Background: an optimization exercise with open tools, aiming at small area, a short achievable clock period and few clock cycles per item. Do not read the settings as production practice. Function was checked by simulation only, so behaviour that the tests miss may differ from the original. Power is estimated from default activity; no workload was simulated.

==> design/flow/design.v <==
module muldiv_unit #(
  parameter int XLEN = 32
) (
  input  logic            clk_i,
  input  logic            rst_i,
  input  logic            flush_i,
  input  logic            valid_i,
  output logic            ready_o,
  input  logic [2:0]      op_i,
  input  logic [XLEN-1:0] rs1_i,
  input  logic [XLEN-1:0] rs2_i,
  input  logic [4:0]      rd_addr_i,
  output logic            valid_o,
  input  logic            ready_i,
  output logic [XLEN-1:0] result_o,
  output logic [4:0]      rd_addr_o
);
  localparam logic [1:0] F_EMPTY = 2'd0;
  localparam logic [1:0] F_RAW   = 2'd1;
  localparam logic [1:0] F_ABS   = 2'd2;
  localparam logic [1:0] E_IDLE = 2'd0;
  localparam logic [1:0] E_ITER = 2'd1;
  localparam logic [1:0] E_F1   = 2'd2;
  localparam logic [1:0] E_F2   = 2'd3;
  function automatic logic [4:0] msb_pos(input logic [31:0] x);
    logic [15:0] y16;
    logic [7:0]  y8;
    logic [3:0]  y4;
    logic [1:0]  y2;
    logic [4:0]  p;
    p[4] = |x[31:16];
    y16  = p[4] ? x[31:16] : x[15:0];
    p[3] = |y16[15:8];
    y8   = p[3] ? y16[15:8] : y16[7:0];
    p[2] = |y8[7:4];
    y4   = p[2] ? y8[7:4] : y8[3:0];
    p[1] = |y4[3:2];
    y2   = p[1] ? y4[3:2] : y4[1:0];
    p[0] = y2[1];
    msb_pos = p;
  endfunction
  function automatic logic [4:0] tz_cnt(input logic [31:0] x);
    logic [31:0] rev;
    for (int i = 0; i < 32; i++) rev[i] = x[31-i];
    tz_cnt = ~msb_pos(rev);
  endfunction
  logic [1:0]  fst_q;
  logic [2:0]  fop_q;
  logic [4:0]  frd_q;
  logic [31:0] fa_q;     
  logic [31:0] fb_q;     
  logic [4:0]  fpa_q, fpb_q;
  logic        fza_q, fzb_q;
  logic        fneg_q;
  logic        fcin_q;   
  logic [1:0]  est_q;
  logic [2:0]  op_q;
  logic [4:0]  rd_q;
  logic [33:0] r_q;      
  logic [33:0] c_q;      
  logic        ci_q;     
  logic [31:0] m_q;      
  logic [31:0] x_q;      
  logic [4:0]  cnt_q;    
  logic [1:0]  j_q;      
  logic        neg_q;    
  logic        lo_q;     
  logic        usecpa_q;  
  logic        cin_q;    
  logic        ready_q;
  logic        vo_q;
  logic [31:0] res_q;
  logic [4:0]  rdo_q;
  assign ready_o   = ready_q;
  assign valid_o   = vo_q;
  assign result_o  = res_q;
  assign rd_addr_o = rdo_q;
  logic accept;
  assign accept = valid_i & ready_q & ~flush_i;
  logic is_mul;
  assign is_mul = ~op_q[2];
  logic        sa_en, sb_en, na, nb;
  logic [31:0] abs_a, abs_b;
  always_comb begin
    sa_en = (fop_q == 3'd0) | (fop_q == 3'd1) | (fop_q == 3'd2) | (fop_q == 3'd4) | (fop_q == 3'd6);
    sb_en = (fop_q == 3'd0) | (fop_q == 3'd1) | (fop_q == 3'd4) | (fop_q == 3'd6);
    na    = sa_en & fa_q[31];
    nb    = sb_en & fb_q[31];
    abs_a = na ? (~fa_q + 32'd1) : fa_q;
    abs_b = nb ? (~fb_q + 32'd1) : fb_q;
  end
  logic        f_mul;
  logic        a_le_b;
  logic [4:0]  pm;
  logic [4:0]  dsh;
  logic        mneg;
  always_comb begin
    f_mul  = ~fop_q[2];
    a_le_b = (fpa_q <= fpb_q);
    pm     = a_le_b ? fpa_q : fpb_q;
    dsh    = fpa_q - fpb_q;
    mneg   = fneg_q & (fop_q == 3'd0) & ~fza_q & ~fzb_q;
  end
  localparam int W = 42;
  logic [W-1:0] pp [8];
  logic [W-1:0] acs, acc;
  logic [W-1:0] s1, c1, s2, c2, s3, c3, s4, c4, s5, c5, s6, c6, s7, c7, s8, c8;
  logic [8:0]   low9;
  always_comb begin
    acs = {{(W-34){1'b0}}, r_q};
    acc = {{(W-34){1'b0}}, c_q};
    for (int i = 0; i < 8; i++) begin
      pp[i] = {W{x_q[i]}} & ({{(W-32){1'b0}}, m_q} << i);
    end
    s1 = acs ^ acc ^ pp[0];
    c1 = ((acs & acc) | (acs & pp[0]) | (acc & pp[0])) << 1;
    s2 = pp[1] ^ pp[2] ^ pp[3];
    c2 = ((pp[1] & pp[2]) | (pp[1] & pp[3]) | (pp[2] & pp[3])) << 1;
    s3 = pp[4] ^ pp[5] ^ pp[6];
    c3 = ((pp[4] & pp[5]) | (pp[4] & pp[6]) | (pp[5] & pp[6])) << 1;
    s4 = s1 ^ c1 ^ s2;
    c4 = ((s1 & c1) | (s1 & s2) | (c1 & s2)) << 1;
    s5 = c2 ^ s3 ^ c3;
    c5 = ((c2 & s3) | (c2 & c3) | (s3 & c3)) << 1;
    s6 = s4 ^ c4 ^ s5;
    c6 = ((s4 & c4) | (s4 & s5) | (c4 & s5)) << 1;
    s7 = s6 ^ c6 ^ c5;
    c7 = ((s6 & c6) | (s6 & c5) | (c6 & c5)) << 1;
    s8 = s7 ^ c7 ^ pp[7];
    c8 = ((s7 & c7) | (s7 & pp[7]) | (c7 & pp[7])) << 1;
    low9 = {1'b0, s8[7:0]} + {1'b0, c8[7:0]} + {8'd0, ci_q};
  end
  logic [33:0] add_s;
  always_comb begin
    add_s  = r_q + c_q + {33'd0, ci_q};
  end
  logic [34:0] t1;       
  logic [35:0] d3a, d3b, d3s, d3c;
  logic [35:0] t3;       
  logic        q1, q0;
  logic [33:0] dnext;
  always_comb begin
    t1  = {1'b0, r_q} + {c_q, 1'b1} + 35'd1;
    d3a = {1'b1, c_q, 1'b1};
    d3b = {2'b11, c_q};
    d3s = {2'b00, r_q} ^ d3a ^ d3b;
    d3c = ((({2'b00, r_q} & d3a) | ({2'b00, r_q} & d3b) | (d3a & d3b)) << 1) | 36'd1;
    t3  = d3s + d3c + 36'd1;
    q1  = ~t1[34];
    q0  = q1 ? ~t3[35] : ~add_s[33];
    if (q1) dnext = q0 ? t3[33:0] : t1[33:0];
    else    dnext = q0 ? add_s : r_q;
  end
  logic [63:0] fsrc_a;
  logic [63:0] fsh_a;
  logic [31:0] fval_b;
  logic [31:0] fres;
  always_comb begin
    fsrc_a = lo_q ? {add_s[31:0], x_q} : {32'd0, add_s[31:0]};
    fsh_a  = fsrc_a >> {j_q, 3'b000};
    fval_b = lo_q ? x_q : (r_q[31:0] >> {j_q, 3'b000});
    if (usecpa_q) fres = fsh_a[31:0];
    else          fres = (fval_b ^ {32{neg_q}}) + {31'd0, neg_q & cin_q};
  end
  logic [1:0]  fst_d, est_d;
  logic        vo_d;
  logic        fix_done;
  logic        eng_load;
  always_comb begin
    fix_done = (est_q == E_F2) & (~vo_q | ready_i);
    eng_load = (fst_q == F_ABS) & ((est_q == E_IDLE) | fix_done);
    fst_d = fst_q;
    if (fst_q == F_RAW) fst_d = F_ABS;
    if (eng_load) fst_d = F_EMPTY;
    if (accept) fst_d = F_RAW;
    if (flush_i) fst_d = F_EMPTY;
    est_d = est_q;
    case (est_q)
      E_ITER: if (cnt_q == 5'd0) est_d = (is_mul & ~usecpa_q) ? E_F1 : E_F2;
      E_F1:   est_d = E_F2;
      E_F2:   if (fix_done) est_d = E_IDLE;
      default: est_d = est_q;
    endcase
    if (eng_load) begin
      if (f_mul) est_d = (fza_q | fzb_q) ? E_F2 : E_ITER;
      else       est_d = (fzb_q | fza_q | (fpa_q < fpb_q)) ? E_F2 : E_ITER;
    end
    if (flush_i) est_d = E_IDLE;
    vo_d = vo_q;
    if (ready_i) vo_d = 1'b0;
    if (fix_done) vo_d = 1'b1;
    if (flush_i) vo_d = 1'b0;
  end
  always_ff @(posedge clk_i) begin
    if (rst_i) begin
      fst_q   <= F_EMPTY;
      est_q   <= E_IDLE;
      vo_q    <= 1'b0;
      ready_q <= 1'b1;
    end else begin
      fst_q   <= fst_d;
      est_q   <= est_d;
      vo_q    <= vo_d;
      ready_q <= (fst_d == F_EMPTY) |
                 ((fst_d == F_ABS) & ((est_d == E_IDLE) | ((est_d == E_F2) & ~vo_d)));
    end
  end
  always_ff @(posedge clk_i) begin
    if (fix_done) begin
      res_q <= fres;
      rdo_q <= rd_q;
    end
  end
  always_ff @(posedge clk_i) begin
    if (accept) begin
      fop_q <= op_i;
      frd_q <= rd_addr_i;
      fa_q  <= rs1_i;
      fb_q  <= rs2_i;
    end else if (fst_q == F_RAW) begin
      fa_q   <= abs_a;
      fb_q   <= abs_b;
      fpa_q  <= msb_pos(abs_a);
      fpb_q  <= msb_pos(abs_b);
      fza_q  <= (fa_q == 32'd0);
      fzb_q  <= (fb_q == 32'd0);
      if (~fop_q[2] & (fop_q != 3'd0)) begin
        fcin_q <= (fa_q == 32'd0) | (fb_q == 32'd0) | ((6'(tz_cnt(fa_q)) + 6'(tz_cnt(fb_q))) >= 6'd32);
      end else begin
        fcin_q <= 1'b1;
      end
      if (~fop_q[2]) fneg_q <= na ^ nb;
      else if (fop_q[1]) fneg_q <= na;
      else fneg_q <= (na ^ nb) & (fb_q != 32'd0);
    end
  end
  always_ff @(posedge clk_i) begin
    if (eng_load) begin
      op_q  <= fop_q;
      rd_q  <= frd_q;
      neg_q <= fneg_q;
      cin_q <= fcin_q;
      usecpa_q <= f_mul & (~fneg_q | (fop_q == 3'd0));
      if (f_mul) begin
        ci_q  <= 1'b0;
        r_q   <= mneg ? {2'b00, (a_le_b ? fa_q : fb_q)} : 34'd0;
        c_q   <= '0;
        m_q   <= (a_le_b ? fb_q : fa_q) ^ {32{mneg}};
        x_q   <= (fza_q | fzb_q) ? 32'd0 : (a_le_b ? fa_q : fb_q);
        cnt_q <= {3'd0, pm[4:3]};
        j_q   <= ~pm[4:3];
        lo_q  <= (fop_q[1:0] == 2'd0);
      end else begin
        r_q   <= {2'b00, fa_q};
        c_q   <= ~{2'b00, fb_q << {dsh[4:1], 1'b0}};
        ci_q  <= 1'b1;
        j_q   <= 2'd0;
        lo_q  <= ~fop_q[1];
        x_q   <= fzb_q ? 32'hFFFF_FFFF : 32'd0;
        cnt_q <= {1'b0, dsh[4:1]};
      end
    end else begin
      case (est_q)
        E_ITER: begin
          cnt_q <= cnt_q - 5'd1;
          if (is_mul) begin
            r_q  <= s8[41:8];
            c_q  <= c8[41:8];
            ci_q <= low9[8];
            x_q  <= {low9[7:0], x_q[31:8]};
          end else begin
            r_q <= dnext;
            x_q <= {x_q[29:0], q1, q0};
            c_q <= {2'b11, c_q[33:2]};
          end
        end
        E_F1: begin
          r_q <= add_s;
        end
        default: ;
      endcase
    end
  end
endmodule
==> design/flow/flow/run.sh <==
#!/bin/bash
set -euo pipefail
export SETUP_SLACK_MARGIN=6
bash standard.sh > standard_flow.log 2>&1
==> design/flow/standard.sh <==
#!/bin/bash
# synth_recipe.tcl (not shown) runs the flow's synth.tcl, then flattens the netlist and writes it again
# the make line also repeats each setting of config.mk as NAME=value (left out here)
make -C /OpenROAD-flow-scripts/flow DESIGN_CONFIG=/design/flow/config.mk WORK_HOME=/design/flow/orfs CLKGATE_MAP_FILE= SYNTH_SCRIPT=/design/flow/synth_recipe.tcl "${@:-finish}"
==> design/flow/config.mk <==
export PLATFORM = sky130hd
export DESIGN_NAME = muldiv_unit
export DESIGN_NICKNAME = muldiv_unit
export VERILOG_FILES = /design/flow/design.v
export SDC_FILE = /design/flow/constraint.sdc
export NUM_CORES = 4
export LEC_CHECK = 0
export CAP_MARGIN = 20
export CORE_MARGIN = 2
export CORE_UTILIZATION = 40
export SLEW_MARGIN = 20
==> design/flow/constraint.sdc <==
create_clock -name core_clock -period 12.0 [get_ports {clk_i}]
set_input_delay 2.4000 -clock core_clock [delete_from_list [all_inputs] [get_ports {clk_i}]]
set_output_delay 2.4000 -clock core_clock [all_outputs]
set_load 0.01 [all_outputs]
==> flow_summary_export.csv, run 1 <==
group,metric,value,unit
floorplan,core_area,84880,µm²
logic_synthesis,synth.area.top_cells,"edfxtp_1, fa_1, ha_1",
drt,drtIter0Drc,4030,
logic_synthesis,synthFlopType,"edfxtp_1",
drt,drc_errors,0,
timing,min_period,5728,ps
floorplan,die_h,296.3,µm
setup_path,arrival,6040,ps
logic_synthesis,syn_avg_cell_area,8.969,µm²
setup_path,worstPathRequired,12310,ps
pwr,power_density,83.22,nW/µm²
placement,pre_cts_ws,5084,ps
setup_path,setup.worst_path.end_class,"register",
drt,routedWlPerCell,28.05,µm
outcome,status,"finished clean",
drt,wl,138800,µm
timing,fmax,174.6,MHz
timing,relSlewSlack,14.82,%
pwr,power,3.127,mW
clock_network,post_cts_buffers,0,
timing,hold_violations,0,
global_routing,grt_pass1_wl,202300,µm
logic_synthesis,async_flop_share,0,%
setup_path,crit_path_top_delay_cell,"buf_4",
logic_synthesis,synth.most_common_cell,"nand2_1",
setup_path,ff2ff_setup_slack,6270,ps
clock_network,cts_sinks,278,
timing,worstMarginPinSlew,1273,ps
finish,layout-drive-gt1-share,6.449,%
clock_network,cts_tree,"yes",
clock_network,cts_buffers,36,
clock_network,clock_path_buffers,3,
logic_synthesis,ys_ff_latch,278,
clock_network,clk_pin_slew,60,ps
logic_synthesis,netlist.top_cell.by_area,"edfxtp_1",
timing,finalWorstSetupSlack,6272,ps
floorplan,io_pins,116,
job,maxCapViolCount,0,
placement,place_hpwl,106500,µm
logic_synthesis,synth_top_cell_area_share,23.90,%
global_routing,antenna_found_initial,8,
timing,fin_setup_tns,0,ps
setup_path,worstPathCellList,"buf_4 -> and2_1 -> fa_1 -> inv_1 -> fa_1 -> fa_1 -> fa_1 -> inv_1 -> ha_1 -> ha_1 -> a21o_1 -> a21oi_1 -> xor2_1 -> nor2_1 -> a211oi_1 -> a31oi_1",
logic_synthesis,synthCells,3810,
placement,port_buffers,115,
floorplan,start_util,40.26,%
drt,ant_nets,0,
setup_path,slowest_delay,610,ps
timing,finClkSkew,34.18,ps
floorplan,row_count,107,
timing,finalMaxSlewViolations,0,
global_routing,grt_use_total,31.36,%
timing,rsz0062_at_grt,"false",
pwr,leakage,14.89,nW
setup_path,critPathMaxFanout,33,
logic_synthesis,ys_seq_area_share,24.25,%
drt,drtPass1Iterations,9,
logic_synthesis,synth_nets,4312,
timing,post-route-period-util,47.73,%
floorplan,die_area,87780,µm²
placement,place_congestion,1.039,
logic_synthesis,yosysWarnings,2,
clock_network,htree_levels,2,
timing,setup_viol_count_final,0,
setup_path,crit_path_frequent_cell,"fa_1",
pwr,ir_drop,0.1153,mV
clock_network,clk_latency,590,ps
setup_path,cp-start-kind,"register",
floorplan,die_w,296.3,µm
drt,vias_per_cell,6.300,
logic_synthesis,synth_edf_count,272,
clock_network,clockRootBuffer,"clkbuf_16",
finish,area_growth,9.963,%
drt,vias,31180,
logic_synthesis,netlist_area,34170,µm²
global_routing,overflow,0,
global_routing,grt_max_degree,82,
finish,layout.nets,4273,
logic_synthesis,synthTopCellsByCount,"nand2_1, a21oi_1, fa_1, edfxtp_1, inv_1",
min_path,hold_path.class,"register to register",
global_routing,grt_pass1_vias,30308,
logic_synthesis,synth_cell_types,103,
setup_path,crit_type,"register to register",
-- per-layer routing --
layer / part of all wire [%] / track usage (%) / routed length (µm) / up-vias
li1: - / - / - / 13465
met1: 39 / 40.81 / 53550 / 15395
met2: 45 / 48.99 / 62130 / 1902
met3: 11 / 6.303 / 14680 / 414
met4: 6.1 / 17.01 / 8432 / 4
met5: 0.023 / 0 / 32 / -
-- timing repair --
item,CTS,global route
hold buffers,0,0
gates resized for setup,2,4
endpoints found under the hold margin,0,0
setup endpoints to repair,32,54
pin swaps,0,0
-- report_power, final --
| group | leakage, nW | switching (mW) | total, mW | internal, mW |
|---|---|---|---|---|
| Sequential | 2.53 | 0.121 | 1.23 | 1.11 |
| Combinational | 11.8 | 0.445 | 0.736 | 0.291 |
| Clock | 0.589 | 0.492 | 1.16 | 0.667 |
-- final cells by class --
class	count	area [µm²]
multi-input combinational	3015	24010
fill	8386	47300
tap	1144	1431
clock buffer	44	962.2
sequential	278	8288
inverter	269	1010
clock inverter	22	264.0
antenna	6	15.01
timing repair buffer	171	1599
-- stage by stage --
| step | hold slack [ps] | cell area, µm² | util [%] | instances |
|---|---|---|---|---|
| 6_report | 416.2 | 37580 | 44.27 | 4949 |
| 5_1_grt | 427.5 | 37560 | 44.25 | 4943 |
| 4_1_cts | 418.2 | 37540 | 44.23 | 4943 |
| 3_5_place_dp | 407.0 | 36310 | 42.78 | 4877 |
| 3_3_place_gp | 405.3 | 36280 | 42.75 | 4874 |
| 2_1_floorplan | 400.3 | 34180 | - | 3810 |
-- cell usage in the layout, fill, tap and decap left out, drive strengths merged, types with 20 or more instances in the layout --
cell type      instances
nand2                393
a21oi                334
fa                   288
edfxtp               272
inv                  271
nor2                 258
o21ai                223
and2                 163
mux2i                162
ha                   137
xnor2                132
clkdlybuf4s50        115
xor2                 113
nand3                 59
buf                   56
a21o                  55
nor3                  50
mux2                  45
clkbuf                44
o211ai                40
a31oi                 39
a211oi                36
a222oi                29
nand2b                28
and3                  27
nor4                  27
nand4                 23
o22ai                 21
o221ai                21
o31ai                 21
nor2b                 20
o21a                  20
-- flip-flops by register name (all words and copies together) (netlist names), 3 cells and up --
name	cells
c_q	33
res_q	32
frd_q	5
fa_q	32
rdo_q	5
rd_q	5
r_q	34
x_q	32
fb_q	32
cnt_q	5
fpb_q	5
fpa_q	5
m_q	32
fop_q	3
-- kinds of logic (layout without fill, tap and decap cells) --
| kind of cell | Yosys count | after routing | share of synthesized area [%] |
|---|---|---|---|
| AO/OA/AOI/OAI | 1009 | 1009 | 18.94 |
| XOR/XNOR | 245 | 245 | 6.280 |
| adder cells (fa/ha/maj) | 425 | 425 | 21.89 |
| buffers and inverters | 517 | 506 | 5.825 |
| flip-flops | 278 | 278 | 24.25 |
| multiplexers | 215 | 215 | 6.756 |
| other | 0 | 6 | 0 |
| AND/OR/NAND/NOR | 1121 | 1121 | 16.05 |
-- critical path, delay by kind of cell, from the launching register on --
family / cells / cell delay, ps
XOR/XNOR: 1 / 600
AND/OR/NAND/NOR: 2 / 330
buffers and inverters: 3 / 730
flip-flops: 1 / 510
adder cells (fa/ha/maj): 6 / 2600
AO/OA/AOI/OAI: 4 / 670
-- final timing paths --
| kind | startpoint | endpoint | cells after the start |
|---|---|---|---|
| worst min register to register | rd_q[0]$_DFFE_PP_ | rdo_q[0]$_DFFE_PP_ | 0 |
| worst max-delay path | x_q[3]$_DFFE_PP_ | x_q[31]$_DFFE_PP_ | 16 |
| worst max register to register | x_q[3]$_DFFE_PP_ | x_q[31]$_DFFE_PP_ | 16 |
| worst min-delay path | rd_q[0]$_DFFE_PP_ | rdo_q[0]$_DFFE_PP_ | 0 |
Testbench counts, summed over its fixed seeds: cycles 12,459, ops 3,200.
==> run 2, diff against run 1 <==
==> design/flow/flow/run.sh (replaced) <==
#!/bin/bash
set -euo pipefail
export SETUP_SLACK_MARGIN=7
bash standard.sh > standard_flow.log 2>&1
--- a/design/flow/config.mk
+++ b/design/flow/config.mk
@@ -11 +11,2 @@
 export SLEW_MARGIN = 20
+export TNS_END_PERCENT = 20
==> flow_summary_export.csv, run 2 <==
group,metric,value,unit
finish,layout_common_cells,"nand2_1, a21oi_1, fa_1",
floorplan,row_count,107,
floorplan,core_area,84880,µm²
setup_path,crit_type,"register to register",
finish,layout_commonest_cell,"nand2_1",
setup_path,worstPathRequired,12420,ps
timing,finClkSkew,54.77,ps
clock_network,cts_hold_buf,0,
logic_synthesis,ys_seq_area_share,24.25,%
drt,drtPass1Iterations,9,
placement,place_congestion,1.025,
global_routing,antenna_found_initial,8,
setup_path,critPathMaxFanout,20,
setup_path,arrival,5400,ps
setup_path,startpoint,"r_q[20]$_DFFE_PP_",
logic_synthesis,synth_cell_types,103,
drt,wl,139400,µm
pwr,leakage,15.25,nW
drt,routedWlPerCell,27.84,µm
clock_network,htree_levels,2,
global_routing,grt_use_total,31.04,%
logic_synthesis,async_flop_share,0,%
setup_path,slowest_delay,770,ps
clock_network,clk_pin_slew,70,ps
setup_path,crit_path_top_delay_cell,"edfxtp_1",
floorplan,die_w,296.3,µm
clock_network,cts_sinks,278,
logic_synthesis,synth_top_cell_area_share,23.90,%
drt,drc_errors,0,
logic_synthesis,ys_ff_latch,278,
timing,hold_violations,0,
setup_path,cp-start-kind,"register",
timing,fmax,200.8,MHz
floorplan,die_h,296.3,µm
min_path,hold_path.class,"register to register",
logic_synthesis,yosysWarnings,2,
floorplan,io_pins,116,
placement,dp.cells,4881,
finish,design_area,38370,µm²
pwr,ir_drop,0.07811,mV
outcome,status,"finished clean",
clock_network,cts_buffers,34,
timing,fin_setup_tns,0,ps
logic_synthesis,synth_edf_count,272,
drt,ant_nets,0,
logic_synthesis,netlist.top_cell.by_area,"edfxtp_1",
setup_path,setup.worst_path.end_class,"register",
finish,regMostFlops,"r_q",
logic_synthesis,synthCells,3810,
floorplan,die_area,87780,µm²
pwr,power_density,79.49,nW/µm²
logic_synthesis,synthFlopType,"edfxtp_1",
min_path,hp-start,"frd_q[0]$_DFFE_PP_",
global_routing,grt_pass1_vias,29934,
logic_synthesis,synthTopCellsByCount,"nand2_1, a21oi_1, fa_1, edfxtp_1, inv_1",
timing,min_period,4980,ps
timing,setup_viol_count_final,0,
clock_network,clk_latency,590,ps
finish,layout.nets,4339,
timing,rsz0062_at_grt,"true",
logic_synthesis,syn_avg_cell_area,8.969,µm²
floorplan,start_util,40.26,%
timing,post-route-period-util,41.50,%
global_routing,grt_pass1_wl,200300,µm
drt,vias,31188,
clock_network,clockRootBuffer,"clkbuf_16",
placement,pre_cts_ws,5285,ps
pwr,power,3.050,mW
setup_path,ff2ff_setup_slack,7020,ps
logic_synthesis,netlist_area,34170,µm²
timing,finalWorstSetupSlack,7020,ps
setup_path,worstPathCellList,"fa_1 -> ha_1 -> a211oi_1 -> o211ai_1 -> nand3_1 -> nand2_1 -> a221o_1 -> a21o_2 -> mux2i_4 -> a21oi_4 -> buf_12 -> mux2i_1 -> o211ai_1 -> nand2_1",
setup_path,r2r-start,"r_q[20]$_DFFE_PP_",
finish,layout-drive-gt1-share,8.804,%
clock_network,cts_tree,"yes",
placement,placed_area,36340,µm²
logic_synthesis,synth.most_common_cell,"nand2_1",
logic_synthesis,synth_nets,4312,
finish,largest_reg_flops,34,
global_routing,overflow,0,
drt,drtIter0Drc,4024,
timing,worstMarginPinSlew,1339,ps
job,maxCapViolCount,0,
drt,vias_per_cell,6.228,
finish,area_growth,12.29,%
placement,port_buffers,115,
global_routing,grt_max_degree,80,
timing,relSlewSlack,10.12,%
finish,stdcell_count,5008,
timing,finalMaxSlewViolations,0,
logic_synthesis,synth.area.top_cells,"edfxtp_1, fa_1, ha_1",
placement,place_hpwl,104500,µm
clock_network,clock_path_buffers,3,
finish,top_regs,"r_q x34, c_q x33",
==> run 2: cell counts after synthesis <==
Identical to the previous run, type by type.
==> run 2: what timing repair did <==
| action | CTS | global route |
|---|---|---|
| gates cloned | 1 | 6 |
| setup buffers | 10 | 47 |
| setup endpoints to repair | 182 | 88 |
| resized for setup | 24 | 50 |
| pin swaps | 1 | 14 |
| endpoints found under the hold margin | 0 | 0 |
==> run 2: cells by family (layout without fill, tap and decap cells) <==
family	Yosys count	in the layout	synth area share, %
buf+inv	517	568	5.825
other cells	0	2	0
xor+xnor	245	245	6.280
simple gates	1121	1122	16.05
compound gates	1009	1009	18.94
fa+ha+maj	425	425	21.89
flops	278	278	24.25
mux	215	215	6.756
==> run 2: per-layer routing <==
layer	global-route usage [%]	vias up	wire [µm]
li1	-	13611	-
met1	40.67	15218	53910
met2	47.14	1941	60640
met3	7.787	410	16270
met4	16.53	8	8540
met5	0	-	55
==> run 2: cell type report <==
cell class,count,area (µm²)
Antenna cell,2,5.005
Clock buffer,38,895.9
Clock inverter,23,182.7
Fill cell,8283,46510
Inverter,269,1012
Multi-Input combinational cell,3016,24250
Sequential cell,278,8288
Tap cell,1144,1431
Timing Repair Buffer,238,2305
==> run 2: critical path, delay by kind of cell (launching register included) <==
family                   cells  cell delay, ps
flip-flops                   1             770
buffers and inverters        1             240
adder cells (fa/ha/maj)      2             990
multiplexers                 2             770
AO/OA/AOI/OAI                6            1660
AND/OR/NAND/NOR              3             360
==> run 2: path summary, 6_finish.rpt <==
| path | depth (start not counted) | end |
|---|---|---|
| hold / removal | 0 | rd_q[0]$_DFFE_PP_ |
| hold reg to reg | 0 | rd_q[0]$_DFFE_PP_ |
| setup reg to reg | 14 | r_q[10]$_DFFE_PP_ |
| setup / recovery | 14 | r_q[10]$_DFFE_PP_ |
==> run 2: power by group <==
group          switching, mW  total, mW  internal (mW)
logic                  0.483      0.795          0.311
clock network          0.470       1.04          0.567
registers              0.107       1.22           1.11
total                   1.06       3.05           1.99
==> run 2: per-stage QoR <==
stage / hold WS (ps) / util [%]
final: 417.8 / 45.21
after global routing: 425.5 / 45.20
after CTS: 418.6 / 44.33
after detailed placement: 404.5 / 42.82
after global placement: 405.8 / 42.82
after floorplan: 400.3 / -
==> run 3, diff against run 2 <==
==> design/flow/flow/run.sh (replaced) <==
#!/bin/bash
set -euo pipefail
export SETUP_SLACK_MARGIN=7.5
bash standard.sh > standard_flow.log 2>&1
--- a/design/flow/config.mk
+++ b/design/flow/config.mk
@@ -11,2 +11 @@
 export SLEW_MARGIN = 20
-export TNS_END_PERCENT = 20
==> flow_summary_export.csv, run 3 <==
group,metric,value,unit
timing,rsz0062_at_grt,"true",
timing,post-route-period-util,39.45,%
finish,regMostFlops,"r_q",
timing,setup_viol_count_final,0,
finish,multi_input_area,24820,µm²
floorplan,io_pins,116,
global_routing,grt_pass1_wl,209900,µm
timing,fmax,211.2,MHz
logic_synthesis,netlist.top_cell.by_area,"edfxtp_1",
drt,drtPass1Iterations,14,
floorplan,die_w,296.3,µm
finish,layout_common_cells,"nand2_1, a21oi_1, buf_4",
clock_network,cts_sinks,278,
timing,min_period,4735,ps
timing,finClkSkew,56.54,ps
logic_synthesis,yosysWarnings,2,
setup_path,critPathMaxFanout,5,
clock_network,cts_hold_buf,0,
timing,fin_setup_tns,0,ps
logic_synthesis,synth_nets,4312,
pwr,ir_drop,0.1069,mV
timing,hold_violations,0,
pwr,power,3.155,mW
global_routing,antenna_found_initial,11,
logic_synthesis,ys_ff_latch,278,
finish,utilization,48.60,%
logic_synthesis,synth_edf_count,272,
placement,place_hpwl,105100,µm
min_path,hold_path.class,"register to register",
finish,area_growth,20.71,%
setup_path,arrival,4980,ps
global_routing,grt_max_degree,80,
drt,drtIter0Drc,4332,
clock_network,cts_buffers,34,
clock_network,clk_pin_slew,60,ps
drt,routedWlPerCell,28.37,µm
clock_network,clk_latency,590,ps
floorplan,core_area,84880,µm²
timing,finalMaxSlewViolations,0,
pwr,power_density,76.48,nW/µm²
logic_synthesis,ys_seq_area_share,24.25,%
global_routing,grt_pass1_vias,30944,
logic_synthesis,synthTopCellsByCount,"nand2_1, a21oi_1, fa_1, edfxtp_1, inv_1",
outcome,status,"finished clean",
timing,relSlewSlack,10.66,%
floorplan,die_h,296.3,µm
clock_network,clockRootBuffer,"clkbuf_16",
clock_network,clock_path_buffers,3,
logic_synthesis,synth.most_common_cell,"nand2_1",
logic_synthesis,synth_cell_types,103,
logic_synthesis,netlist_area,34170,µm²
floorplan,row_count,107,
finish,nFillCells,8132,
global_routing,grt_use_total,32.88,%
timing,worstMarginPinSlew,1331,ps
logic_synthesis,synth_top_cell_area_share,23.90,%
clock_network,htree_levels,2,
placement,place_congestion,1.032,
drt,wl,148300,µm
timing,holdWs,420.1,ps
floorplan,start_util,40.26,%
logic_synthesis,syn_avg_cell_area,8.969,µm²
finish,layout_commonest_cell,"nand2_1",
finish,layout.nets,4557,
finish,top_regs,"r_q x34, c_q x33",
setup_path,cp-start-kind,"register",
setup_path,crit_type,"register to register",
drt,vias_per_cell,6.260,
floorplan,die_area,87780,µm²
drt,ant_nets,0,
logic_synthesis,synth.area.top_cells,"edfxtp_1, fa_1, ha_1",
finish,largest_reg_flops,34,
finish,layout-drive-gt1-share,17.72,%
setup_path,setup.worst_path.end_class,"register",
finish,ff_latch_area,8288,µm²
logic_synthesis,async_flop_share,0,%
drt,drc_errors,0,
placement,port_buffers,115,
job,maxCapViolCount,0,
clock_network,cts_tree,"yes",
logic_synthesis,synthFlopType,"edfxtp_1",
logic_synthesis,synthCells,3810,
global_routing,overflow,0,
pwr,leakage,16.55,nW
setup_path,worstPathRequired,12250,ps
drt,vias,32719,
==> run 3: cell counts after synthesis <==
No cell type changed its count.
==> run 3: area by class of cell <==
class | instances | share of cell area (%)
diodes | 3 | 0.01820
clock buffers | 38 | 2.123
clock inverters | 23 | 0.5733
inverters | 269 | 2.475
multi-input cells | 3017 | 60.17
flip-flops and latches | 278 | 20.09
well taps | 1144 | 3.470
repair buffers | 455 | 11.08
==> run 3: kinds of logic after synthesis <==
kind of cell    share of synthesized area, %
buf+inv                                5.825
xor+xnor                               6.280
fa+ha+maj                              21.89
mux                                    6.756
compound gates                         18.94
simple gates                           16.05
flops                                  24.25
==> run 3: power breakdown <==
part | total, mW | internal [mW] | leakage [nW] | switching, mW
registers | 1.18 | 1.11 | 2.53 | 0.0689
clock network | 1.07 | 0.600 | 0.543 | 0.466
logic | 0.909 | 0.356 | 13.5 | 0.553
total | 3.15 | 2.07 | 16.6 | 1.09
==> run 3: through the flow <==
stage               worst slack (ps)  instance area (µm²)  std cells
global route                    7224                41240       5224
global placement                5701                36330       4877
floorplan                       7250                34330       3810
detailed placement              5578                36350       4877
finish                          7265                41250       5227
CTS                             7341                39500       5060
==> run 3: final timing paths <==
check / startpoint / cells after the start / endpoint / slack [ps]
max: x_q[2]$_DFFE_PP_ / 13 / r_q[15]$_DFFE_PP_ / 7270
min reg2reg: frd_q[4]$_DFFE_PP_ / 0 / rd_q[4]$_DFFE_PP_ / 420
min: frd_q[4]$_DFFE_PP_ / 0 / rd_q[4]$_DFFE_PP_ / 420
max reg2reg: x_q[2]$_DFFE_PP_ / 13 / r_q[15]$_DFFE_PP_ / 7270
==> run 3: layer usage <==
layer / global-route usage (%) / vias to the layer above / share of wire (%)
li1: - / 14042 / -
met1: 41.66 / 15968 / 37
met2: 48.93 / 2162 / 42
met3: 9.743 / 539 / 13
met4: 20.89 / 8 / 7.8
met5: 0 / - / 0.063
==> run 3: critical path: stages, from the launching register on <==
cell	delay, ps
edfxtp_1	460
buf_12	180
buf_8	130
buf_12	140
nand2_4	50
fa_1	440
fa_1	520
fa_1	520
inv_1	50
fa_1	500
fa_1	480
a22o_1	230
a222oi_1	550
o211ai_1	160
==> run 3: timing repair <==
item	4_1_cts	5_1_grt
endpoints found under the setup margin	275	112
resized for setup	148	156
setup buffers	101	163
pin swaps	66	182
cloned	21	1
==> run 4, diff against run 3 <==
==> design/flow/flow/run.sh (replaced) <==
#!/bin/bash
set -euo pipefail
export SETUP_SLACK_MARGIN=7
bash standard.sh > standard_flow.log 2>&1
==> flow_summary_export.csv, run 4 <==
group,metric,value,unit
global_routing,grt_max_degree,90,
pwr,p_int,2.049,mW
finish,nFillCells,8425,
outcome,status,"finished clean",
clock_network,cts_buffers,35,
setup_path,crit_path_top_delay_cell,"edfxtp_1",
floorplan,io_pins,116,
finish,layout-drive-gt1-share,8.238,%
finish,layout_common_cells,"nand2_1, a21oi_1, fa_1",
pwr,pwr-share-comb,24.8,%
finish,layout.nets,4325,
timing,relSlewSlack,14.07,%
finish,ff_latch_area,8288,µm²
timing,holdWs,417.3,ps
clock_network,clock_path_buffers,3,
drt,vias_per_cell,6.280,
clock_network,clk_pin_slew,60,ps
drt,vias,31379,
clock_network,cts_hold_buf,0,
setup_path,ff2ff_setup_slack,7090,ps
pwr,clock_power_share,35.8,%
finish,multi_input_area,24200,µm²
timing,worstMarginPinSlew,1280,ps
clock_network,cts_sinks,278,
floorplan,die_area,87780,µm²
logic_synthesis,synth_top_cell_area_share,23.90,%
timing,hold_violations,0,
drt,drtPass1Iterations,9,
setup_path,critPathMaxFanout,26,
floorplan,die_h,296.3,µm
clock_network,clk_latency,590,ps
timing,setup_viol_count_final,0,
setup_path,startpoint,"x_q[2]$_DFFE_PP_",
clock_network,cts_tree,"yes",
placement,place_hpwl,107100,µm
floorplan,start_util,40.26,%
logic_synthesis,yosysWarnings,2,
global_routing,overflow,0,
placement,pre_cts_ws,6273,ps
timing,fmax,203.5,MHz
setup_path,critical_path_depth,11,
finish,regMostFlops,"r_q",
setup_path,r2r-end,"r_q[20]$_DFFE_PP_",
timing,finClkSkew,42.11,ps
finish,largest_reg_flops,34,
logic_synthesis,synthTopCellsByCount,"nand2_1, a21oi_1, fa_1, edfxtp_1, inv_1",
pwr,power,3.100,mW
floorplan,row_count,107,
pwr,ir_drop,0.09678,mV
drt,wl,140300,µm
placement,place_congestion,1.077,
floorplan,core_area,84880,µm²
logic_synthesis,syn_avg_cell_area,8.969,µm²
setup_path,r2r_cells,11,
logic_synthesis,synth_cell_types,103,
drt,drtIter0Drc,4329,
floorplan,die_w,296.3,µm
setup_path,critPathBufInv,2,
logic_synthesis,async_flop_share,0,%
setup_path,setup.worst_path.end_class,"register",
finish,layout_commonest_cell,"nand2_1",
setup_path,crit_type,"register to register",
timing,post-route-period-util,40.96,%
job,maxCapViolCount,0,
min_path,hold_path.class,"register to register",
timing,finalMaxSlewViolations,0,
finish,top_regs,"r_q x34, c_q x33",
setup_path,worstPathCellList,"buf_6 -> nand2_1 -> fa_1 -> fa_1 -> fa_1 -> inv_1 -> fa_1 -> fa_1 -> a22o_1 -> a222oi_1 -> o21ai_1",
pwr,leakage,15.16,nW
logic_synthesis,synth_nets,4312,
pwr,power_frac_seq,39.4,%
clock_network,htree_levels,2,
pwr,p_sw_share,33.90,%
logic_synthesis,synth.most_common_cell,"nand2_1",
global_routing,grt_pass1_wl,203100,µm
logic_synthesis,ys_ff_latch,278,
setup_path,worst_path_dominant_cell_family,"adder cells",
logic_synthesis,synth_edf_count,272,
logic_synthesis,synthFlopType,"edfxtp_1",
drt,drc_errors,0,
clock_network,clockRootBuffer,"clkbuf_16",
drt,routedWlPerCell,28.07,µm
finish,area_growth,11.66,%
setup_path,crit_path_frequent_cell,"fa_1",
logic_synthesis,netlist_area,34170,µm²
placement,port_buffers,115,
logic_synthesis,ys_seq_area_share,24.25,%
drt,ant_nets,0,
setup_path,arrival,5190,ps
pwr,switching_power,1.051,mW
setup_path,cp-start-kind,"register",
setup_path,r2r-start,"x_q[2]$_DFFE_PP_",
timing,min_period,4915,ps
logic_synthesis,synthCells,3810,
timing,finalWorstSetupSlack,7085,ps
setup_path,slowest_delay,690,ps
setup_path,endpoint,"r_q[20]$_DFFE_PP_",
setup_path,worstPathRequired,12270,ps
timing,fin_setup_tns,0,ps
pwr,power_density,81.24,nW/µm²
global_routing,grt_pass1_vias,30090,
global_routing,antenna_found_initial,4,
global_routing,grt_use_total,31.56,%
timing,rsz0062_at_grt,"true",
logic_synthesis,netlist.top_cell.by_area,"edfxtp_1",
logic_synthesis,synth.area.top_cells,"edfxtp_1, fa_1, ha_1",
[run 4: cell types whose count changed in the layout (fill, tap and decap cells not counted), sizes merged]
cell	delta
nor2	-1
clkbuf	+2
buf	-224
bufinv	+1
diode	+2
clkinv	-2
bufbuf	-7
inv	+4
clkinvlp	-5
[run 4: kinds of logic (layout without fill, tap and decap cells)]
group | after synthesis | count (layout) | share of synthesized area (%)
XOR/XNOR | 245 | 245 | 6.280
buffers and inverters | 517 | 554 | 5.825
AO/OA/AOI/OAI | 1009 | 1009 | 18.94
multiplexers | 215 | 215 | 6.756
other | 0 | 5 | 0
adder cells (fa/ha/maj) | 425 | 425 | 21.89
AND/OR/NAND/NOR | 1121 | 1122 | 16.05
flip-flops | 278 | 278 | 24.25
[run 4: what timing repair did]
item | 4_1_cts | 5_1_grt
pin swaps | 1 | 6
setup buffers | 11 | 39
endpoints found under the setup margin | 78 | 64
cloned | 1 | 0
resized for setup | 19 | 35
[run 4: power groups by stage]
stage               clock network [mW]  registers, mW  logic (mW)
finish                            1.11           1.22       0.767
global route                      1.15           1.22       0.822
global placement                     0           1.25       0.704
floorplan                            0           1.14       0.509
CTS                               1.11           1.22       0.727
detailed placement                   0           1.25       0.705
[run 4: layer usage]
layer | global-route usage (%) | routed length (µm)
met1 | 40.82 | 53740
met2 | 48.76 | 61560
met3 | 7.585 | 16050
met4 | 16.95 | 8903
met5 | 0 | 31
[run 4: per-stage QoR]
step	instance area, µm²	cells	util (%)
after floorplan	34220	3810	-
after global routing	38140	4992	44.94
after global placement	36320	4877	42.79
final	38160	4997	44.95
after CTS	37710	4953	44.43
after detailed placement	36360	4879	42.84
[run 4: area by class of cell]
| type | instances | area share [%] |
|---|---|---|
| Multi-Input combinational cell | 3016 | 63.42 |
| Timing Repair Buffer | 223 | 5.401 |
| Clock inverter | 21 | 0.6624 |
| Tap cell | 1144 | 3.751 |
| Antenna cell | 5 | 0.03279 |
| Inverter | 269 | 2.653 |
| Clock buffer | 41 | 2.354 |
| Sequential cell | 278 | 21.72 |
[run 4: how the worst min path moves through the flow]
stage | start | end | slack [ps] | cells after the start
3_5_place_dp | frd_q[3]$_DFFE_PP_ | rd_q[3]$_DFFE_PP_ | 400 | 0
4_1_cts | rd_q[3]$_DFFE_PP_ | rdo_q[3]$_DFFE_PP_ | 420 | 0
2_1_floorplan | fcin_q$_SDFFCE_PN1P_ | cin_q$_DFFE_PP_ | 400 | 0
3_3_place_gp | frd_q[4]$_DFFE_PP_ | rd_q[4]$_DFFE_PP_ | 400 | 0
5_1_grt | rd_q[2]$_DFFE_PP_ | rdo_q[2]$_DFFE_PP_ | 430 | 0
6_report | rd_q[2]$_DFFE_PP_ | rdo_q[2]$_DFFE_PP_ | 420 | 0
==> run 5, diff against run 4 <==
==> design/flow/flow/run.sh (replaced) <==
#!/bin/bash
set -euo pipefail
export SETUP_SLACK_MARGIN=7
export BUFFER_PORTS_ARGS="-buffer_cell sky130_fd_sc_hd__buf_1"
bash standard.sh > standard_flow.log 2>&1
--- a/design/flow/config.mk
+++ b/design/flow/config.mk
@@ -9,3 +9,3 @@
 export CORE_MARGIN = 2
-export CORE_UTILIZATION = 40
+export CORE_UTILIZATION = 50
 export SLEW_MARGIN = 20
==> flow_summary_export.csv, run 5 <==
group,metric,value,unit
setup_path,startpoint,"fb_q[14]$_DFFE_PP_",
clock_network,clockRootBuffer,"clkbuf_16",
global_routing,antenna_found_initial,6,
job,maxCapViolCount,0,
logic_synthesis,synthXorXnorAreaFrac,6.280,%
placement,place_congestion,1.033,
logic_synthesis,synthCells,3810,
clock_network,cts_buffers,36,
pwr,leakage,14.91,nW
logic_synthesis,synth_edf_count,272,
timing,fmax,199.8,MHz
floorplan,die_area,70450,µm²
drt,ant_nets,0,
global_routing,grt_pass1_vias,31271,
logic_synthesis,synthMuxAreaShare,6.756,%
setup_path,setup.worst_path.end_class,"register",
clock_network,clock_path_buffers,3,
setup_path,r2r-start,"fb_q[14]$_DFFE_PP_",
finish,layout-drive-gt1-share,8.836,%
logic_synthesis,netlist.top_cell.by_area,"edfxtp_1",
finish,largest_reg_flops,34,
logic_synthesis,yosysWarnings,2,
logic_synthesis,ys_ff_latch,278,
logic_synthesis,synth-compound-area-share,18.94,%
finish,top_regs,"r_q x34, c_q x33",
setup_path,worstPathCellList,"or4_4 -> or2_1 -> nor2_1 -> buf_4 -> nand2_1 -> o22ai_1 -> nand3_1 -> inv_2 -> a21oi_1 -> a21oi_2 -> nor4_4 -> a21o_1 -> a211oi_1 -> ha_1 -> a21o_1 -> a21oi_1 -> nor2b_1 -> o21ai_0 -> nand2_1 -> or3_1",
setup_path,slowest_delay,590,ps
timing,finClkSkew,45.82,ps
finish,layout.nets,4337,
finish,ff_latch_area,8288,µm²
logic_synthesis,synth_top_cell_area_share,23.90,%
timing,hold_violations,0,
logic_synthesis,netlist_area,34170,µm²
finish,layout_commonest_cell,"nand2_1",
timing,fin_setup_tns,0,ps
clock_network,htree_levels,2,
floorplan,row_count,95,
drt,routedWlPerCell,30.12,µm
finish,nFillCells,6142,
timing,setup_viol_count_final,0,
logic_synthesis,synth.most_common_cell,"nand2_1",
floorplan,die_w,265.4,µm
clock_network,clk_pin_slew,60,ps
timing,worstMarginPinSlew,1352,ps
outcome,status,"finished clean",
drt,wl,142600,µm
setup_path,worstPathRequired,12330,ps
finish,utilization,55.25,%
setup_path,arrival,5330,ps
logic_synthesis,synth-simple-area-share,16.05,%
clock_network,cts_tree,"yes",
logic_synthesis,synth_fa_ha_area_share,21.89,%
logic_synthesis,syn_avg_cell_area,8.969,µm²
floorplan,die_h,265.4,µm
drt,vias,31808,
finish,area_growth,8.971,%
placement,place_hpwl,109100,µm
pwr,ir_drop,0.1171,mV
timing,relSlewSlack,9.205,%
clock_network,cts_hold_buf,0,
finish,layout_common_cells,"nand2_1, a21oi_1, fa_1",
logic_synthesis,synth_top_family_by_area,"adder cells",
setup_path,cp-start-kind,"register",
timing,rsz0062_at_grt,"true",
setup_path,crit_path_top_delay_cell,"or4_4",
logic_synthesis,synthFlopType,"edfxtp_1",
floorplan,io_pins,116,
logic_synthesis,async_flop_share,0,%
logic_synthesis,synth.area.top_cells,"edfxtp_1, fa_1, ha_1",
floorplan,start_util,50.70,%
logic_synthesis,synthTopCellsByCount,"nand2_1, a21oi_1, fa_1, edfxtp_1, inv_1",
drt,drtPass1Iterations,9,
setup_path,crit_type,"register to register",
global_routing,overflow,0,
pwr,power_density,82.95,nW/µm²
logic_synthesis,synth_nets,4312,
floorplan,core_area,67400,µm²
min_path,hold_path.class,"register to register",
finish,regMostFlops,"r_q",
clock_network,cts_sinks,278,
min_path,hp-start,"rd_q[3]$_DFFE_PP_",
logic_synthesis,synth_cell_types,103,
drt,drtIter0Drc,4162,
clock_network,clk_latency,580,ps
timing,post-route-period-util,41.71,%
global_routing,grt_use_total,40.07,%
timing,finalMaxSlewViolations,0,
global_routing,grt_max_degree,94,
setup_path,critPathMaxFanout,21,
placement,port_buffers,115,
global_routing,grt_pass1_wl,206500,µm
finish,multi_input_area,24300,µm²
timing,min_period,5005,ps
drt,drc_errors,0,
drt,vias_per_cell,6.718,
logic_synthesis,ys_seq_area_share,24.25,%
## run 5: changes by cell type in the layout (fill, tap and decap cells not counted), moves of 3 or more
cell	change
bufinv_16	-3
a21oi_2	+4
buf_4	+11
clkbuf_16	+5
buf_1	+115
a21oi_1	-4
clkdlybuf4s50_1	-115
## run 5: metal layers
layer | wire length [µm] | GRT usage (%) | share of wire [%]
met1 | 52860 | 50.71 | 37
met2 | 63160 | 61.61 | 44
met3 | 15620 | 8.906 | 11
met4 | 10930 | 26.81 | 7.7
met5 | 26 | 0 | 0.018
## run 5: kinds of logic after synthesis
logic type               Yosys count
flip-flops                       278
AND/OR/NAND/NOR                 1121
XOR/XNOR                         245
AO/OA/AOI/OAI                   1009
adder cells (fa/ha/maj)          425
multiplexers                     215
buffers and inverters            517
## run 5: power by group
| part | switching (mW) | total, mW | internal, mW | leakage (nW) |
|---|---|---|---|---|
| Combinational | 0.491 | 0.781 | 0.290 | 11.8 |
| Clock | 0.466 | 1.10 | 0.631 | 0.572 |
| Sequential | 0.0995 | 1.21 | 1.11 | 2.53 |
| Total | 1.06 | 3.09 | 2.03 | 14.9 |
## run 5: final timing paths
check                         end  slack, ps  cells past startpoint
max          fcin_q$_SDFFCE_PN1P_       7000                     20
min            rdo_q[3]$_DFFE_PP_        420                      0
max reg2reg  fcin_q$_SDFFCE_PN1P_       7000                     20
min reg2reg    rdo_q[3]$_DFFE_PP_        420                      0
## run 5: timing repair
item,CTS,global route
setup endpoints to repair,167,87
gates cloned,2,1
pin swaps,2,7
buffers inserted,20,42
resized for setup,27,34
## run 5: area by class of cell
type                            count  area share [%]
Multi-Input combinational cell   3018           65.25
Sequential cell                   278           22.26
Timing Repair Buffer              232           3.730
Tap cell                          873           2.933
Clock buffer                       46           2.775
Inverter                          269           2.712
Clock inverter                     16          0.3226
Antenna cell                        3         0.02016
## run 5: stage by stage
| step | instances | setup slack, ps | hold WS (ps) | instance area (µm²) | total power [mW] |
|---|---|---|---|---|---|
| finish | 4735 | 6995 | 417.2 | 37240 | 3.089 |
| global route | 4732 | 6808 | 424.9 | 37230 | 3.175 |
| CTS | 4689 | 7003 | 418.9 | 36710 | 3.054 |
| detailed placement | 4605 | 5224 | 406.1 | 35280 | 1.954 |
| global placement | 4603 | 5485 | 405.3 | 35240 | 1.945 |
| floorplan | 3810 | 7004 | 400.3 | 34220 | 1.653 |
## run 5: worst max-delay path, delay by kind of cell, from the launching register on
family / cells / cell delay, ps
AND/OR/NAND/NOR: 9 / 1890
AO/OA/AOI/OAI: 8 / 1660
buffers and inverters: 2 / 470
flip-flops: 1 / 430
adder cells (fa/ha/maj): 1 / 300
==> run 6, diff against run 5 <==
--- a/design/flow/config.mk
+++ b/design/flow/config.mk
@@ -9,3 +9,4 @@
 export CORE_MARGIN = 2
-export CORE_UTILIZATION = 50
+export CORE_UTILIZATION = 40
+export PLACE_DENSITY = 0.75
 export SLEW_MARGIN = 20
==> flow_summary_export.csv, run 6 <==
group,metric,value,unit
logic_synthesis,synthFlopType,"edfxtp_1",
finish,utilization,43.86,%
drt,wl_met3,18460,µm
placement,dp.cells,4872,
logic_synthesis,yosysWarnings,2,
logic_synthesis,synth_top_cell_area_share,23.90,%
finish,top_regs,"r_q x34, c_q x33",
finish,stdcell_count,4983,
pwr,pwr-share-comb,25.0,%
floorplan,row_count,107,
clock_network,cts_sinks,278,
logic_synthesis,syn_avg_cell_area,8.969,µm²
logic_synthesis,netlist_area,34170,µm²
clock_network,clk_latency,600,ps
setup_path,worstPathRequired,12280,ps
drt,wl_met1,50070,µm
min_path,hold_path.class,"register to register",
setup_path,arrival,5220,ps
drt,drtIter0Drc,4949,
logic_synthesis,async_flop_share,0,%
drt,drtPass1Iterations,9,
clock_network,cts_buffers,34,
clock_network,cts_hold_buf,0,
clock_network,clk_pin_slew,60,ps
finish,design_area,37230,µm²
pwr,clock_power_share,34.6,%
clock_network,cts_tree,"yes",
floorplan,die_w,296.3,µm
drt,vias_per_cell,6.361,
logic_synthesis,synthCells,3810,
pwr,p_int,1.953,mW
logic_synthesis,synth.most_common_cell,"nand2_1",
timing,rsz0062_at_grt,"true",
placement,placed_area,35570,µm²
logic_synthesis,netlist.top_cell.by_area,"edfxtp_1",
clock_network,clock_path_buffers,3,
placement,place_hpwl,103100,µm
finish,largest_reg_flops,34,
finish,layout_common_cells,"nand2_1, a21oi_1, fa_1",
finish,layout-drive-gt1-share,7.975,%
floorplan,start_util,40.26,%
drt,dr_wl_met2,58850,µm
global_routing,grt_pass1_vias,30228,
timing,worstMarginPinSlew,1298,ps
drt,wl,135400,µm
pwr,p_sw_share,34.99,%
logic_synthesis,synth_edf_count,272,
finish,area_growth,8.952,%
global_routing,grt_max_degree,94,
job,maxCapViolCount,0,
setup_path,worstPathCellList,"buf_4 -> buf_6 -> nand2_1 -> fa_1 -> fa_1 -> fa_1 -> inv_1 -> fa_1 -> fa_1 -> a22o_1 -> a222oi_1 -> o211ai_1",
global_routing,grt_use_total,30.24,%
floorplan,io_pins,116,
drt,highest_layer,"met5",
setup_path,critPathMaxFanout,28,
timing,relSlewSlack,12.82,%
outcome,status,"finished clean",
timing,min_period,4944,ps
drt,routedWlPerCell,27.18,µm
logic_synthesis,ys_ff_latch,278,
floorplan,die_h,296.3,µm
clock_network,htree_levels,2,
setup_path,cp-start-kind,"register",
finish,regMostFlops,"r_q",
placement,port_buffers,115,
placement,place_congestion,1.071,
pwr,power_density,80.71,nW/µm²
global_routing,overflow,0,
setup_path,crit_path_frequent_cell,"fa_1",
logic_synthesis,synth_cell_types,103,
timing,finClkSkew,43.34,ps
finish,layout.nets,4315,
setup_path,crit_type,"register to register",
floorplan,core_area,84880,µm²
clock_network,clockRootBuffer,"clkbuf_16",
timing,fmax,202.3,MHz
logic_synthesis,synth_nets,4312,
finish,layout_commonest_cell,"nand2_1",
timing,hold_violations,0,
global_routing,antenna_found_initial,6,
logic_synthesis,synth.area.top_cells,"edfxtp_1, fa_1, ha_1",
drt,drc_errors,0,
setup_path,crit_path_top_delay_cell,"edfxtp_1",
setup_path,slowest_delay,540,ps
timing,setup_viol_count_final,0,
timing,fin_setup_tns,0,ps
pwr,power_frac_seq,40.4,%
timing,post-route-period-util,41.20,%
floorplan,die_area,87780,µm²
pwr,switching_power,1.051,mW
global_routing,grt_pass1_wl,196300,µm
drt,vias,31697,
pwr,ir_drop,0.1173,mV
drt,ant_nets,0,
setup_path,setup.worst_path.end_class,"register",
pwr,leakage,14.74,nW
finish,nFillCells,8270,
timing,finalMaxSlewViolations,0,
logic_synthesis,synthTopCellsByCount,"nand2_1, a21oi_1, fa_1, edfxtp_1, inv_1",
logic_synthesis,ys_seq_area_share,24.25,%
run 6: cell count changes in the layout (fill, tap and decap cells not counted), sizes merged:
| cell | before | now |
|---|---|---|
| a21oi | 334 | 335 |
| buf | 232 | 213 |
| clkbuf | 46 | 40 |
| clkinv | 12 | 8 |
| clkinvlp | 0 | 6 |
| diode | 3 | 2 |
| inv | 272 | 274 |
| nor2 | 260 | 258 |
run 6: cells by family after synthesis:
family                   count (synthesis)  synth area share [%]
multiplexers                           215                 6.756
buffers and inverters                  517                 5.825
adder cells (fa/ha/maj)                425                 21.89
AO/OA/AOI/OAI                         1009                 18.94
AND/OR/NAND/NOR                       1121                 16.05
XOR/XNOR                               245                 6.280
flip-flops                             278                 24.25
run 6: area by class of cell:
type / instances / area (µm²) / area share [%]
flip-flops and latches: 278 / 8288 / 22.26
inverters: 269 / 1010 / 2.712
multi-input cells: 3017 / 24190 / 64.98
repair buffers: 213 / 1239 / 3.327
clock inverters: 20 / 182.7 / 0.4907
clock buffers: 40 / 883.3 / 2.373
diodes: 2 / 5.005 / 0.01344
well taps: 1144 / 1431 / 3.845
run 6: stage by stage:
| step | hold slack (ps) | power [mW] | setup slack [ps] |
|---|---|---|---|
| 2_1_floorplan | 400.3 | 1.653 | 7004 |
| 3_3_place_gp | 403.8 | 1.920 | 6303 |
| 3_5_place_dp | 404.5 | 1.927 | 6167 |
| 4_1_cts | 419.4 | 2.960 | 6894 |
| 5_1_grt | 428.1 | 3.083 | 6912 |
| 6_report | 418.2 | 3.005 | 7056 |
run 6: repair_timing:
item | CTS | global route
gates cloned | 1 | 1
setup buffers | 17 | 30
endpoints found under the setup margin | 75 | 83
pin swaps | 0 | 7
gates resized for setup | 14 | 35
run 6: worst max-delay path, delay by kind of cell (launching register included):
kind / cells / cell delay [ps]
DFF: 1 / 540
buffers and inverters: 3 / 560
and+or+nand+nor: 1 / 140
adders and majority gates: 5 / 2570
AOI/OAI and AO/OA: 3 / 830
run 6: routing by layer:
layer | vias to the layer above | GRT usage (%)
li1 | 13532 | -
met1 | 15291 | 39.57
met2 | 2363 | 45.87
met3 | 507 | 8.461
met4 | 4 | 14.94
met5 | - | 0
run 6: path summary, 6_finish.rpt:
kind,from,endpoint,slack [ps],depth (start not counted)
worst max register to register,x_q[3]$_DFFE_PP_,r_q[15]$_DFFE_PP_,7060,12
worst min register to register,frd_q[4]$_DFFE_PP_,rd_q[4]$_DFFE_PP_,420,0
worst max-delay path,x_q[3]$_DFFE_PP_,r_q[15]$_DFFE_PP_,7060,12
worst min-delay path,frd_q[4]$_DFFE_PP_,rd_q[4]$_DFFE_PP_,420,0
run 6: power groups by stage:
stage               Clock, mW  Sequential (mW)  Combinational [mW]
floorplan                   0             1.14               0.509
global placement            0             1.24               0.683
detailed placement          0             1.24               0.691
CTS                      1.04             1.20               0.715
global route             1.07             1.21               0.801
finish                   1.04             1.21               0.751
==> run 7, diff against run 6 <==
--- a/design/flow/config.mk
+++ b/design/flow/config.mk
@@ -10,3 +10,2 @@
 export CORE_UTILIZATION = 40
-export PLACE_DENSITY = 0.75
 export SLEW_MARGIN = 20
==> flow_summary_export.csv, run 7 <==
group,metric,value,unit
timing,fin_setup_tns,0,ps
logic_synthesis,synth_edf_count,272,
finish,layout.nets,4322,
clock_network,clockRootBuffer,"clkbuf_16",
pwr,leakage,14.86,nW
logic_synthesis,synth.most_common_cell,"nand2_1",
finish,layout_commonest_cell,"nand2_1",
logic_synthesis,netlist_area,34170,µm²
drt,ant_nets,0,
setup_path,crit_type,"register to register",
global_routing,grt_use_total,31.16,%
global_routing,overflow,0,
floorplan,die_h,296.3,µm
clock_network,cts_tree,"yes",
clock_network,cts_buffers,34,
drt,drtPass1Iterations,9,
timing,finClkSkew,52.51,ps
timing,min_period,4944,ps
finish,stdcell_count,4992,
pwr,power_density,82.23,nW/µm²
logic_synthesis,ys_ff_latch,278,
timing,finalWorstSetupSlack,7056,ps
placement,pre_cts_ws,5840,ps
outcome,status,"finished clean",
drt,drc_errors,0,
timing,rsz0062_at_grt,"true",
logic_synthesis,synthCells,3810,
setup_path,startpoint,"x_q[1]$_DFFE_PP_",
placement,place_hpwl,105100,µm
timing,post-route-period-util,41.20,%
finish,largest_reg_flops,34,
setup_path,arrival,5260,ps
logic_synthesis,syn_avg_cell_area,8.969,µm²
min_path,hold_path.class,"register to register",
timing,fmax,202.3,MHz
floorplan,die_w,296.3,µm
timing,relSlewSlack,16.12,%
timing,worstMarginPinSlew,1249,ps
finish,area_growth,9.652,%
logic_synthesis,synth_cell_types,103,
floorplan,row_count,107,
floorplan,core_area,84880,µm²
clock_network,htree_levels,2,
clock_network,clk_pin_slew,70,ps
finish,layout_common_cells,"nand2_1, a21oi_1, fa_1",
setup_path,setup.worst_path.end_class,"register",
pwr,ir_drop,0.09104,mV
timing,hold_violations,0,
global_routing,grt_max_degree,80,
drt,vias_per_cell,6.289,
timing,setup_viol_count_final,0,
logic_synthesis,yosysWarnings,2,
floorplan,die_area,87780,µm²
floorplan,start_util,40.26,%
drt,drtIter0Drc,4131,
logic_synthesis,synthTopCellsByCount,"nand2_1, a21oi_1, fa_1, edfxtp_1, inv_1",
drt,routedWlPerCell,27.91,µm
clock_network,cts_sinks,278,
logic_synthesis,synth.area.top_cells,"edfxtp_1, fa_1, ha_1",
timing,finalMaxSlewViolations,0,
finish,top_regs,"r_q x34, c_q x33",
placement,placed_area,35580,µm²
global_routing,grt_pass1_wl,200700,µm
placement,dp.cells,4873,
clock_network,clock_path_buffers,3,
setup_path,worstPathRequired,12310,ps
drt,wl,139300,µm
logic_synthesis,netlist.top_cell.by_area,"edfxtp_1",
min_path,hp-start,"rd_q[2]$_DFFE_PP_",
finish,layout-drive-gt1-share,8.427,%
setup_path,r2r-start,"x_q[1]$_DFFE_PP_",
logic_synthesis,synth_top_cell_area_share,23.90,%
logic_synthesis,ys_seq_area_share,24.25,%
setup_path,critPathMaxFanout,5,
global_routing,grt_pass1_vias,29872,
logic_synthesis,synth_nets,4312,
placement,port_buffers,115,
timing,holdWs,409.0,ps
placement,place_congestion,1.080,
global_routing,antenna_found_initial,8,
finish,regMostFlops,"r_q",
job,maxCapViolCount,0,
logic_synthesis,async_flop_share,0,%
clock_network,clk_latency,600,ps
finish,design_area,37470,µm²
drt,vias,31396,
floorplan,io_pins,116,
logic_synthesis,synthFlopType,"edfxtp_1",
setup_path,cp-start-kind,"register",
## run 7: worst paths after layout
path                              to  slack [ps]  depth (start not counted)
setup reg to reg   x_q[31]$_DFFE_PP_        7060                         16
hold reg to reg   rdo_q[2]$_DFFE_PP_         410                          0
hold / removal    rdo_q[2]$_DFFE_PP_         410                          0
setup / recovery   x_q[31]$_DFFE_PP_        7060                         16
## run 7: cells by family after synthesis
group / count (synthesis) / synth area share, %
buffers and inverters: 517 / 5.825
adders and majority gates: 425 / 21.89
AOI/OAI and AO/OA: 1009 / 18.94
and+or+nand+nor: 1121 / 16.05
DFF: 278 / 24.25
xor gates and xnor gates: 245 / 6.280
muxes: 215 / 6.756
## run 7: timing repair
item	CTS	global route
cloned	2	2
hold buffers	0	0
setup buffers	20	31
setup endpoints to repair	86	76
pin swaps	4	6
resized for setup	34	32
endpoints found under the hold margin	0	0
## run 7: stage by stage
stage	util, %	total power, mW
after detailed placement	41.92	1.939
after global placement	41.91	1.939
after CTS	43.64	3.042
after floorplan	-	1.653
after global routing	44.14	3.167
final	44.14	3.081
## run 7: area by class of cell
cell class / instances / area, µm²
fill: 8428 / 47410
antenna: 3 / 7.507
sequential: 278 / 8288
clock inverter: 23 / 267.8
inverter: 269 / 1012
timing repair buffer: 220 / 1343
tap: 1144 / 1431
multi-input combinational: 3017 / 24250
clock buffer: 38 / 865.8
## run 7: layer usage
layer / wire length (µm) / global-route usage [%] / vias up
li1: - / - / 13541
met1: 52960 / 40.49 / 15367
met2: 60300 / 47.24 / 2030
met3: 16880 / 8.079 / 454
met4: 9108 / 17.20 / 4
met5: 74 / 0 / -
## run 7: power by group
| part | switching, mW | internal (mW) |
|---|---|---|
| clock | 0.469 | 0.634 |
| combinational | 0.477 | 0.285 |
| sequential | 0.105 | 1.11 |
| total | 1.05 | 2.03 |
## run 7: worst max-delay path, stage by stage, from the launching register on
cell	delay (ps)
edfxtp_1	480
buf_12	190
and2_1	150
fa_1	530
inv_1	50
fa_1	490
fa_2	480
fa_1	550
inv_1	40
ha_1	280
ha_1	320
a21o_1	180
a21oi_2	180
xor2_2	380
nor2_1	110
a211oi_2	170
a31oi_1	60
==> run 8, diff against run 7 <==
==> design/flow/flow/run.sh (replaced) <==
#!/bin/bash
set -euo pipefail
export SETUP_SLACK_MARGIN=7.25
export BUFFER_PORTS_ARGS="-buffer_cell sky130_fd_sc_hd__buf_1"
bash standard.sh > standard_flow.log 2>&1
==> flow_summary_export.csv, run 8 <==
group,metric,value,unit
logic_synthesis,synth_cell_types,103,
pwr,switching_power,1.058,mW
drt,routedWlPerCell,27.98,µm
setup_path,critPathMaxFanout,6,
placement,place_congestion,1.012,
global_routing,antenna_found_initial,11,
global_routing,overflow,0,
logic_synthesis,synth_top_cell_area_share,23.90,%
timing,min_period,4832,ps
pwr,p_sw_share,33.28,%
job,maxCapViolCount,0,
setup_path,r2r-start,"r_q[15]$_DFFE_PP_",
timing,finClkSkew,21.36,ps
logic_synthesis,synth_nets,4312,
pwr,ir_drop,0.1116,mV
outcome,status,"finished clean",
timing,finalMaxSlewViolations,0,
finish,regMostFlops,"r_q",
timing,fin_setup_tns,0,ps
timing,fmax,207.0,MHz
setup_path,startpoint,"r_q[15]$_DFFE_PP_",
finish,ff_latch_area,8288,µm²
logic_synthesis,synthFlopType,"edfxtp_1",
setup_path,setup.worst_path.end_class,"register",
finish,design_area,38790,µm²
drt,drc_errors,0,
logic_synthesis,synthTopCellsByCount,"nand2_1, a21oi_1, fa_1, edfxtp_1, inv_1",
pwr,power_frac_seq,37.7,%
floorplan,row_count,107,
finish,layout-drive-gt1-share,11.44,%
placement,place_hpwl,106200,µm
finish,area_growth,13.50,%
global_routing,grt_max_degree,81,
logic_synthesis,synth.most_common_cell,"nand2_1",
pwr,pwr-share-comb,24.7,%
logic_synthesis,netlist.top_cell.by_area,"edfxtp_1",
pwr,leakage,15.48,nW
timing,holdWs,415.6,ps
drt,wl,142500,µm
logic_synthesis,netlist_area,34170,µm²
clock_network,clock_path_buffers,3,
logic_synthesis,async_flop_share,0,%
finish,nFillCells,8327,
floorplan,die_w,296.3,µm
min_path,hold_depth,0,
finish,layout.nets,4418,
logic_synthesis,syn_avg_cell_area,8.969,µm²
clock_network,cts_hold_buf,0,
drt,ant_nets,0,
pwr,power_density,81.97,nW/µm²
floorplan,die_h,296.3,µm
floorplan,core_area,84880,µm²
logic_synthesis,yosysWarnings,2,
global_routing,grt_pass1_wl,205000,µm
pwr,p_int,2.121,mW
setup_path,crit_type,"register to register",
clock_network,htree_levels,2,
drt,drtIter0Drc,4115,
timing,setup_viol_count_final,0,
finish,layout_common_cells,"nand2_1, a21oi_1, fa_1",
placement,port_buffers,115,
clock_network,clk_pin_slew,60,ps
global_routing,grt_pass1_vias,30444,
finish,multi_input_area,24400,µm²
logic_synthesis,synth_edf_count,272,
setup_path,cp-start-kind,"register",
finish,utilization,45.70,%
timing,post-route-period-util,40.27,%
logic_synthesis,synthCells,3810,
floorplan,die_area,87780,µm²
floorplan,start_util,40.26,%
setup_path,arrival,5130,ps
drt,drtPass1Iterations,8,
clock_network,clk_latency,590,ps
floorplan,io_pins,116,
placement,placed_area,35650,µm²
global_routing,grt_use_total,31.87,%
drt,vias_per_cell,6.248,
logic_synthesis,ys_ff_latch,278,
setup_path,r2r_cells,10,
finish,top_regs,"r_q x34, c_q x33",
clock_network,cts_buffers,36,
setup_path,worstPathRequired,12300,ps
clock_network,cts_sinks,278,
timing,hold_violations,0,
logic_synthesis,synth.area.top_cells,"edfxtp_1, fa_1, ha_1",
finish,layout_commonest_cell,"nand2_1",
clock_network,clockRootBuffer,"clkbuf_16",
min_path,hp-start,"rd_q[2]$_DFFE_PP_",
drt,vias,31816,
logic_synthesis,ys_seq_area_share,24.25,%
min_path,hold_path.class,"register to register",
timing,worstMarginPinSlew,1130,ps
finish,largest_reg_flops,34,
timing,relSlewSlack,24.07,%
timing,rsz0062_at_grt,"true",
clock_network,cts_tree,"yes",
pwr,clock_power_share,37.6,%
## run 8: routing by layer
layer  wire length, µm  up-vias  track usage, %  share of wire, %
met2             62330     1987           49.11                44
met3             15840      478           6.768                11
met4             10110       10           17.54               7.1
met1             54150    15581           41.72                38
li1                  -    13760               -                 -
met5                74        -          0.1109             0.052
## run 8: worst paths after layout
check	to	slack (ps)
worst min-delay path	rdo_q[2]$_DFFE_PP_	420
worst max register to register	r_q[7]$_DFFE_PP_	7170
worst min register to register	rdo_q[2]$_DFFE_PP_	420
worst max-delay path	r_q[7]$_DFFE_PP_	7170
## run 8: stage by stage
stage,cells,worst slack [ps],power (mW)
finish,5092,7168,3.179
detailed placement,4878,5968,1.926
global placement,4876,6132,1.927
CTS,4996,7250,3.130
floorplan,3810,7232,1.653
global route,5089,7101,3.279
## run 8: power groups by stage
stage / logic [mW] / registers [mW] / clock network (mW)
3_3_place_gp: 0.691 / 1.24 / 0
2_1_floorplan: 0.509 / 1.14 / 0
6_report: 0.786 / 1.20 / 1.20
5_1_grt: 0.841 / 1.20 / 1.24
3_5_place_dp: 0.690 / 1.24 / 0
4_1_cts: 0.722 / 1.21 / 1.20
## run 8: layout make-up
| type | count | share of cell area, % |
|---|---|---|
| inverter | 269 | 2.626 |
| tap | 1144 | 3.690 |
| antenna | 4 | 0.02581 |
| sequential | 278 | 21.37 |
| clock buffer | 43 | 2.471 |
| clock inverter | 23 | 0.7968 |
| timing repair buffer | 314 | 6.107 |
| multi-input combinational | 3017 | 62.92 |
## run 8: kinds of logic (layout without fill, tap and decap cells)
kind of cell	Yosys count	in the layout	synth area share, %
AND/OR/NAND/NOR	1121	1123	16.05
AO/OA/AOI/OAI	1009	1009	18.94
buffers and inverters	517	649	5.825
adder cells (fa/ha/maj)	425	425	21.89
flip-flops	278	278	24.25
XOR/XNOR	245	245	6.280
multiplexers	215	215	6.756
other	0	4	0
## run 8: timing repair
action,in CTS,in global routing
pin swaps,11,47
gates resized for setup,56,64
cloned,8,4
setup buffers,44,88
endpoints found under the setup margin,107,80
## run 8: worst max-delay path: stages (launching register included)
cell and delay [ps]:
edfxtp_1 640, inv_1 260, fa_1 620, fa_1 430, fa_1 490, inv_1 50, fa_1 500, fa_1 460
a22o_1 260, a222oi_1 730, nand2_1 100
